Context: an optimization exercise on an open-source flow, tuned for small area, a short achievable clock period and few clock cycles per item. The choices shown serve that exercise and are no tape-out recipe.
The RTL was checked by simulation tests, not by an equivalence proof against the original design.
No activity file was given, so power comes from the tool's default toggle rates.

==> flow/design.v (excerpt) <==
module gamepad_input_qualifier_top #(
  parameter int unsigned HOLD_WIDTH = 16
) (
  input  logic                                  clk_i,
  input  logic                                  rst_ni,
  input  logic [gpq_pkg::IN_TDATA_W-1:0]        s_axis_tdata,
  input  logic                                  s_axis_tvalid,
  output logic                                  s_axis_tready,
  output logic [gpq_pkg::OUT_TDATA_W-1:0]       m_axis_tdata,
  output logic                                  m_axis_tvalid,
  input  logic                                  m_axis_tready,
  input  logic                                  cfg_valid_i,
  output logic                                  cfg_ready_o,
  input  logic [gpq_pkg::CFG_IDX_W-1:0]         cfg_index_i,
  input  logic [gpq_pkg::CFG_DATA_W-1:0]        cfg_data_i
);
clock: 8.0 ns
lec_check: 0
cap_margin: 20
core_margin: 2
core_utilization: 40
setup_slack_margin: 5
slew_margin: 20
run.sh (not shown) runs the stock make flow with config.mk's settings and CLKGATE_MAP_FILE= SYNTH_SCRIPT=/design/flow/synth_recipe.tcl, a recipe that flattens the netlist after the stock synthesis.
The baseline produced a clean layout.
Testbench counts at the start, summed over its fixed seeds: cycles 4,989, items 4,800.
Change:
--- a/flow/design.v
+++ b/flow/design.v
@@ -270,38 +270,33 @@
     for (int i = 0; i < NH; i++) hsel |= a_qsel[i] ? hold_w[i] : '0;
   end
   logic                  sat, qz, gt;
   logic [TW-1:0]         x;
   assign sat = a2_hold == '1;
   assign qz  = a2_qdm == '1;
   assign gt  = a2_asel && (sat ? (a2_qdm != {{(TW-1){1'b1}}, 1'b0}) : (qz || (TW'(a2_hold) > a2_qdm)));
   assign x   = TW'(a2_hold) + ~a2_qdm + TW'(!sat);
   logic [3:0]            cnt_sel;
   logic signed [RW-1:0]  r_init;
   logic [TW-1:0]         x_init;
-  logic [RW-1:0]         d4;    
-  assign d4 = RW'(b0_x >> 4) - RW'(b0_p);
   always_comb begin
     cnt_sel = 4'd8;
     r_init  = '0;
     x_init  = b0_x;
     if ((b0_x >> 8) < b0_p) begin
       cnt_sel = 4'd4; r_init = RW'(b0_x >> 8); x_init = b0_x << 8;
     end
     if ((b0_x >> 6) < b0_p) begin
       cnt_sel = 4'd3; r_init = RW'(b0_x >> 6); x_init = b0_x << 10;
     end
-    if ((b0_x >> 5) < b0_p) begin
-      cnt_sel = 4'd2; r_init = d4;             x_init = b0_x << 12;
-    end
-    if (d4[RW-1]) begin
+    if ((b0_x >> 4) < b0_p) begin
       cnt_sel = 4'd2; r_init = RW'(b0_x >> 4); x_init = b0_x << 12;
     end
     if ((b0_x >> 2) < b0_p) begin
       cnt_sel = 4'd1; r_init = RW'(b0_x >> 2); x_init = b0_x << 14;
     end
     if (b0_x < b0_p) begin
       cnt_sel = 4'd0;
     end
   end
   logic signed [RW-1:0]  b1_r2;
   logic                  b1_zero;
What happened: Final area is lower by 3.0%. Combinational power fell by 18%. Synthesized area fell by 1.0%. Die area drops by 1.0%. Setup slack gets better by 190 ps. Flip-flop and latch count came out lower by 3. Total power drops by 11%. Wire length went down by 1.5%. Sequential share of layout area rose by 1.1 points.
Testbench counts after the change, summed over its fixed seeds: cycles 5,173, items 4,800.

---

Another version of the RTL of gamepad_input_qualifier_top (not shown whole).
Size in the first run: ~940 flip-flops, roughly 250 I/O pins, ~53000 um2 of cells after synthesis.
==> flow/design.v (excerpt) <==
module gamepad_input_qualifier_top #(
  parameter int unsigned HOLD_WIDTH = 16
) (
  input  logic                                  clk_i,
  input  logic                                  rst_ni,
  input  logic [gpq_pkg::IN_TDATA_W-1:0]        s_axis_tdata,
  input  logic                                  s_axis_tvalid,
  output logic                                  s_axis_tready,
  output logic [gpq_pkg::OUT_TDATA_W-1:0]       m_axis_tdata,
  output logic                                  m_axis_tvalid,
  input  logic                                  m_axis_tready,
  input  logic                                  cfg_valid_i,
  output logic                                  cfg_ready_o,
  input  logic [gpq_pkg::CFG_IDX_W-1:0]         cfg_index_i,
  input  logic [gpq_pkg::CFG_DATA_W-1:0]        cfg_data_i
);
==> flow/config.mk <==
export PLATFORM = sky130hd
export DESIGN_NAME = gamepad_input_qualifier_top
export DESIGN_NICKNAME = gamepad_input_qualifier_top
export VERILOG_FILES = /design/flow/design.v
export SDC_FILE = /design/flow/constraint.sdc
export NUM_CORES = 4
export LEC_CHECK = 0
export CAP_MARGIN = 20
export CORE_MARGIN = 2
export CORE_UTILIZATION = 40
export SETUP_SLACK_MARGIN = 5
export SLEW_MARGIN = 20
==> flow/constraint.sdc <==
create_clock -name core_clock -period 8.0 [get_ports {clk_i}]
set_input_delay 1.6000 -clock core_clock [delete_from_list [all_inputs] [get_ports {clk_i}]]
set_output_delay 1.6000 -clock core_clock [all_outputs]
set_load 0.01 [all_outputs]
The first run finished clean.
Testbench counts at the start, summed over its fixed seeds: cycles 4,989, items 4,800.
Edit:
--- a/flow/design.v
+++ b/flow/design.v
@@ -289,48 +289,42 @@
     if ((b0_x >> 6) < b0_p) begin
       cnt_sel = 4'd3; r_init = RW'(b0_x >> 6); x_init = b0_x << 10;
     end
     if ((b0_x >> 5) < b0_p) begin
       cnt_sel = 4'd2; r_init = d4;             x_init = b0_x << 12;
     end
     if (d4[RW-1]) begin
       cnt_sel = 4'd2; r_init = RW'(b0_x >> 4); x_init = b0_x << 12;
     end
     if ((b0_x >> 2) < b0_p) begin
-      cnt_sel = 4'd1; r_init = RW'(b0_x >> 2); x_init = b0_x << 14;
+      cnt_sel = 4'd1; r_init = RW'(b0_x >> 2); x_init = b0_x << 12;   
     end
     if (b0_x < b0_p) begin
       cnt_sel = 4'd0;
     end
   end
   logic signed [RW-1:0]  b1_r2;
+  logic                  b1_long;
+  assign b1_long = b1_cnt >= 4'd2;
   logic                  b1_zero;
   gpq_rem #(.VW(TW)) u_rem1 (
     .rem_i(b1_r), .bits_i(b1_x[TW-1:TW-2]), .div_i(b1_p), .div3_i(b1_p3),
     .rem_o(b1_r2), .zero_o(b1_zero)
   );
   logic signed [RW-1:0]  b2_r2;
-  logic                  b2_zero, b2_done, b2_fire_nx, b2_rz;
-  logic [RW-1:0]         b2_pe;
+  logic                  b2_zero, b2_done, b2_fire_nx;
   gpq_rem #(.VW(TW)) u_rem2 (
     .rem_i(b2_r), .bits_i(b2_x[TW-3:TW-4]), .div_i(b2_p), .div3_i(b2_p3),
     .rem_o(b2_r2), .zero_o(b2_zero)
   );
-  always_comb begin
-    logic ok;
-    b2_pe = RW'(b2_p);
-    ok = !(b2_r[0] ^ b2_pe[0]);
-    for (int i = 1; i < RW; i++) ok = ok && ((b2_r[i] ^ b2_pe[i]) == (b2_r[i-1] | b2_pe[i-1]));
-    b2_rz = ok || (b2_r == '0);
-  end
   assign b2_done    = b2_fin;   
-  assign b2_fire_nx = !b2_div ? b2_fire : (b2_cnt == 4'd0) ? b2_rz : b2_zero;
+  assign b2_fire_nx = b2_div ? b2_zero : b2_fire;
   logic s_v, b2_ok, pop, push;
   assign b2_ok   = b2_v && b2_done;
   assign push    = b2_ok && !s_v;
   assign pop     = o_v && m_axis_tready;
   assign b2_free = !b2_v || push;
   assign b1_free = !b1_v || b2_free;
   assign b0_free = !b0_v || b1_free;
   assign a2_free = !a2_v || b0_free;
   assign a_free  = rdy_q;   
   assign b1_adv  = b1_v && b2_free;
@@ -408,22 +402,22 @@
       b1_r    <= r_init;
       b1_cnt  <= cnt_sel;
       b1_div  <= b0_need && (cnt_sel != 4'd0);
       b1_fire <= b0_fire;
     end
     if (b1_adv) begin
       b2_act  <= b1_act;
       b2_x    <= b1_x[TW-3:0];
       b2_p    <= b1_p;
       b2_p3   <= b1_p3;
-      b2_r    <= b1_r2;
-      b2_cnt  <= b1_cnt - 4'd1;
+      b2_r    <= b1_long ? b1_r2 : b1_r;
+      b2_cnt  <= b1_long ? b1_cnt - 4'd1 : b1_cnt;
       b2_fin  <= !b1_div || (b1_cnt <= 4'd2);
       b2_div  <= b1_div;
       b2_fire <= b1_fire;
     end else if (b2_v && !b2_done) begin
       b2_r   <= b2_r2;
       b2_x   <= b2_x << 2;
       b2_cnt <= b2_cnt - 4'd1;
       b2_fin <= b2_cnt <= 4'd2;
     end
     if (push && (!o_v || pop)) begin
Effect: Clock skew grows by 0.0092 ns; utilization grows by 0.89 points; power grows by 4.4%; register-to-register slack loses 0.10 ns; die area shrinks by 0.51%; wire length shrinks by 1.1%; critical path depth grows by 2; worst setup slack loses 0.10 ns.
Testbench counts after the change, summed over its fixed seeds: cycles 4,989, items 4,800.

==> afterwards: timing with drivers on the ports <==
How much do the figures lean on ideal ports? The routed layouts below were timed once more, with nothing changed but the port constraints.
Step 1, drivers: a clkbuf_16 drives clk_i and a buf_2 each remaining input, both assumed.
Step 2 adds t to the input delays and takes it off the output delays; t is the mean of the earliest and latest rising clock arrival at the registers after step 1. Input paths then give back, and output paths get back, about the clock's delay inside the block.
Slacks: ideal / step 1 / step 2; pairs: ideal / step 1.
run | t (ns) | slack for setup (ns) | worst data-port slew with drivers (ns)
the first run of note 1 | 0.777 | 4.471 / 4.471 / 4.309 | 0.09
the second run of note 1 | 0.805 | 4.665 / 4.665 / 4.223 | 0.10
the first run of note 2 | 0.783 | 4.674 / 4.674 / 4.189 | 0.16
the second run of note 2 | 0.790 | 4.572 / 4.572 / 4.003 | 0.09
After both steps every run listed still meets setup and hold. For the second run of note 2, which loses most, drivers alone change the setup slack by 0.000 ns; drivers and shift together by -0.569 ns.
